Context: an optimization exercise on an open-source flow, tuned for small area. The choices shown serve that exercise and are no tape-out recipe. At most, simulation tests tie the RTL to the original design; equivalence was not proved. Power figures rest on the tool's default switching activity, not on a simulated workload. No driver is modelled on the clock port, so clocking that relies on it looks cheaper here than on a real chip.

==> flow/design.v <==
module sha256_msg_padder #(
  parameter int MAX_NIB = 128,
  parameter int CNT_W   = 8
) (
  input  logic         clk,
  input  logic         rst_n,
  input  logic         in_valid,
  output logic         in_ready,
  input  logic [3:0]   in_nibble,
  input  logic         in_last,
  output logic         blk_valid,
  input  logic         blk_ready,
  output logic [511:0] blk_data,
  output logic         blk_last,
  output logic [63:0]  msg_bits,
  output logic         ovf,
  output logic [1:0]   dbg_state
);
  logic         pad_q;      
  logic         off_q;      
  logic         mark_q;     
  logic         sec;        
  logic [6:0]   cnt;        
  logic [7:0]   len;        
  logic         ovf_q;
  logic [511:0] sr;
  logic [7:0]   cnt_inc;
  logic         col;        
  logic         two;        
  logic         fin;        
  logic         nib_xfer;
  logic         msg_end;    
  logic         next_blk;   
  logic         sh, hd;
  logic [3:0]   pad_nib;
  logic [3:0]   sh_in;
  logic         full;
  assign cnt_inc  = {1'b0, cnt} + 8'd1;
  assign full     = &cnt;
  assign two      = len[7] | (&len[6:4]);
  assign fin      = sec | ~two;
  assign col      = ~pad_q & ~off_q;
  assign in_ready = col;
  assign nib_xfer = col & in_valid;
  assign msg_end  = nib_xfer & (in_last | full);
  assign next_blk = off_q & blk_ready & ~fin;
  assign sh       = nib_xfer | pad_q;
  assign hd       = off_q | (col & ~in_valid);
  always_comb begin
    pad_nib = 4'h0;
    if (mark_q) begin
      pad_nib = 4'h8;
    end else if (fin && (cnt[6:2] == 5'h1f)) begin
      case (cnt[1:0])
        2'd1:    pad_nib = {2'b00, len[7:6]};
        2'd2:    pad_nib = len[5:2];
        2'd3:    pad_nib = {len[1:0], 2'b00};
        default: pad_nib = 4'h0;
      endcase
    end
  end
  assign sh_in = col ? in_nibble : pad_nib;
  always_ff @(posedge clk) begin
    sr <= ({512{sh}} & {sr[507:0], sh_in}) | ({512{hd}} & sr);
  end
  always_ff @(posedge clk) begin
    if (msg_end) len <= cnt_inc;
    if (msg_end) sec <= 1'b0;
    else if (next_blk) sec <= 1'b1;
    mark_q <= (msg_end & ~full) | (next_blk & len[7]);
  end
  always_ff @(posedge clk or negedge rst_n) begin
    if (!rst_n) begin
      pad_q <= 1'b0;
      off_q <= 1'b0;
      cnt   <= '0;
      ovf_q <= 1'b0;
    end else begin
      ovf_q <= nib_xfer & full & ~in_last;
      if (sh) cnt <= cnt_inc[6:0];
      pad_q <= (msg_end & ~full) | next_blk | (pad_q & ~full);
      off_q <= (msg_end & full) | (pad_q & full) | (off_q & ~blk_ready);
    end
  end
  assign blk_valid = off_q;
  assign blk_data  = sr;
  assign blk_last  = fin;
  assign msg_bits  = {54'd0, len, 2'b00};
  assign ovf       = ovf_q;
  assign dbg_state = {off_q & sec, off_q & ~sec};
endmodule
export LEC_CHECK = 0
export CAP_MARGIN = 20
export CORE_AREA = 2 2 170 170
export DIE_AREA = 0 0 172 172
export SLEW_MARGIN = 20
create_clock -name core_clock -period 6.5 [get_ports {clk}]
standard.sh (not shown) runs the stock make flow with config.mk's settings and CLKGATE_MAP_FILE= SYNTH_SCRIPT=/design/flow/synth_recipe.tcl, a recipe that flattens the netlist after the stock synthesis.
==> flow/flow/run.sh <==
#!/bin/bash
# Standard layout, with the port buffers taken as the smallest buffer cell and
# a clock tree of larger sink clusters without dummy loads.
set -euo pipefail
export BUFFER_PORTS_ARGS="-buffer_cell sky130_fd_sc_hd__buf_1"
export CTS_ARGS="-sink_clustering_enable -repair_clock_nets -dont_use_dummy_load -sink_clustering_size 32 -sink_clustering_max_diameter 100 -buf_list sky130_fd_sc_hd__clkbuf_16"
bash standard.sh finish > standard.log 2>&1
The baseline ran to the end with no violations.
Rerun with:
--- a/flow/design.v
+++ b/flow/design.v
@@ -17,4 +17,5 @@
   output logic [1:0]   dbg_state
 );
+  logic         col_q;      
   logic         pad_q;      
   logic         off_q;      
@@ -26,13 +27,11 @@
   logic [511:0] sr;
   logic [7:0]   cnt_inc;
-  logic         col;        
   logic         two;        
   logic         fin;        
   logic         nib_xfer;
-  logic         msg_end;    
-  logic         next_blk;   
   logic         sh, hd;
   logic [3:0]   pad_nib;
   logic [3:0]   sh_in;
+  logic         end_msg;
   logic         full;
   assign cnt_inc  = {1'b0, cnt} + 8'd1;
@@ -40,11 +39,9 @@
   assign two      = len[7] | (&len[6:4]);
   assign fin      = sec | ~two;
-  assign col      = ~pad_q & ~off_q;
-  assign in_ready = col;
-  assign nib_xfer = col & in_valid;
-  assign msg_end  = nib_xfer & (in_last | full);
-  assign next_blk = off_q & blk_ready & ~fin;
+  assign in_ready = col_q;
+  assign nib_xfer = col_q & in_valid;
   assign sh       = nib_xfer | pad_q;
-  assign hd       = off_q | (col & ~in_valid);
+  assign hd       = off_q | (col_q & ~in_valid);
+  assign end_msg  = in_last | full;
   always_comb begin
     pad_nib = 4'h0;
@@ -60,25 +57,47 @@
     end
   end
-  assign sh_in = col ? in_nibble : pad_nib;
+  assign sh_in = col_q ? in_nibble : pad_nib;
   always_ff @(posedge clk) begin
     sr <= ({512{sh}} & {sr[507:0], sh_in}) | ({512{hd}} & sr);
   end
   always_ff @(posedge clk) begin
-    if (msg_end) len <= cnt_inc;
-    if (msg_end) sec <= 1'b0;
-    else if (next_blk) sec <= 1'b1;
-    mark_q <= (msg_end & ~full) | (next_blk & len[7]);
+    if (nib_xfer && end_msg) len <= cnt_inc;
   end
   always_ff @(posedge clk or negedge rst_n) begin
     if (!rst_n) begin
-      pad_q <= 1'b0;
-      off_q <= 1'b0;
-      cnt   <= '0;
-      ovf_q <= 1'b0;
+      col_q  <= 1'b1;
+      pad_q  <= 1'b0;
+      off_q  <= 1'b0;
+      mark_q <= 1'b0;
+      sec    <= 1'b0;
+      cnt    <= '0;
+      ovf_q  <= 1'b0;
     end else begin
       ovf_q <= nib_xfer & full & ~in_last;
       if (sh) cnt <= cnt_inc[6:0];
-      pad_q <= (msg_end & ~full) | next_blk | (pad_q & ~full);
-      off_q <= (msg_end & full) | (pad_q & full) | (off_q & ~blk_ready);
+      if (nib_xfer && end_msg) begin
+        col_q  <= 1'b0;
+        pad_q  <= ~full;
+        off_q  <= full;
+        mark_q <= ~full;
+      end
+      if (pad_q) begin
+        mark_q <= 1'b0;
+        if (full) begin
+          pad_q <= 1'b0;
+          off_q <= 1'b1;
+        end
+      end
+      if (off_q && blk_ready) begin
+        off_q <= 1'b0;
+        if (fin) begin
+          col_q <= 1'b1;
+          sec   <= 1'b0;
+        end else begin
+          pad_q  <= 1'b1;
+          mark_q <= len[7];
+          sec    <= 1'b1;
+        end
+      end
     end
   end
First-iteration DRC count fell by a little under a tenth.
Total power fell by roughly a tenth.
Clock skew barely changes.
Critical path depth rose by 2.
Synthesized area rose by a few percent.
Cell count is about the same.
Worst setup slack improves by 0.33 ns.
Sequential share of layout area rose by 0.37 points.
Sequential power fell by a little under a tenth.
Wire length fell slightly.
For the first run of this note, only the layout was checked, not whether the RTL still works.

[port drivers added, routing unchanged]
The results above use ideal ports. As a check the final layouts listed here were re-extracted and re-timed, cells and wires unchanged. Step 1 sets driving cells, clkbuf_16 on the clock port and buf_2 on the other inputs (assumed; they add their load-dependent delay and slew). Step 2 adds t to the input delays and takes it off the output delays; t is the mean of the earliest and latest rising clock arrival at the registers after step 1. Input paths then give back, and output paths get back, about the clock's delay inside the block. Slacks: no drivers / after step 1 / after step 2; pairs: no drivers / after step 1.
| run | shift t [ns] | setup slack, ns | hold WS [ns] |
|---|---|---|---|
| the first run | 0.579 | 3.205 / 3.150 / 3.238 | 0.489 / 0.489 / 0.489 |
| the second run | 0.583 | 3.539 / 3.547 / 2.964 | 0.459 / 0.459 / 0.459 |
After both steps setup and hold are still met in every run listed. The setup slack of the second run, which loses most, moves by +0.008 ns with the drivers and by -0.575 ns with both steps.
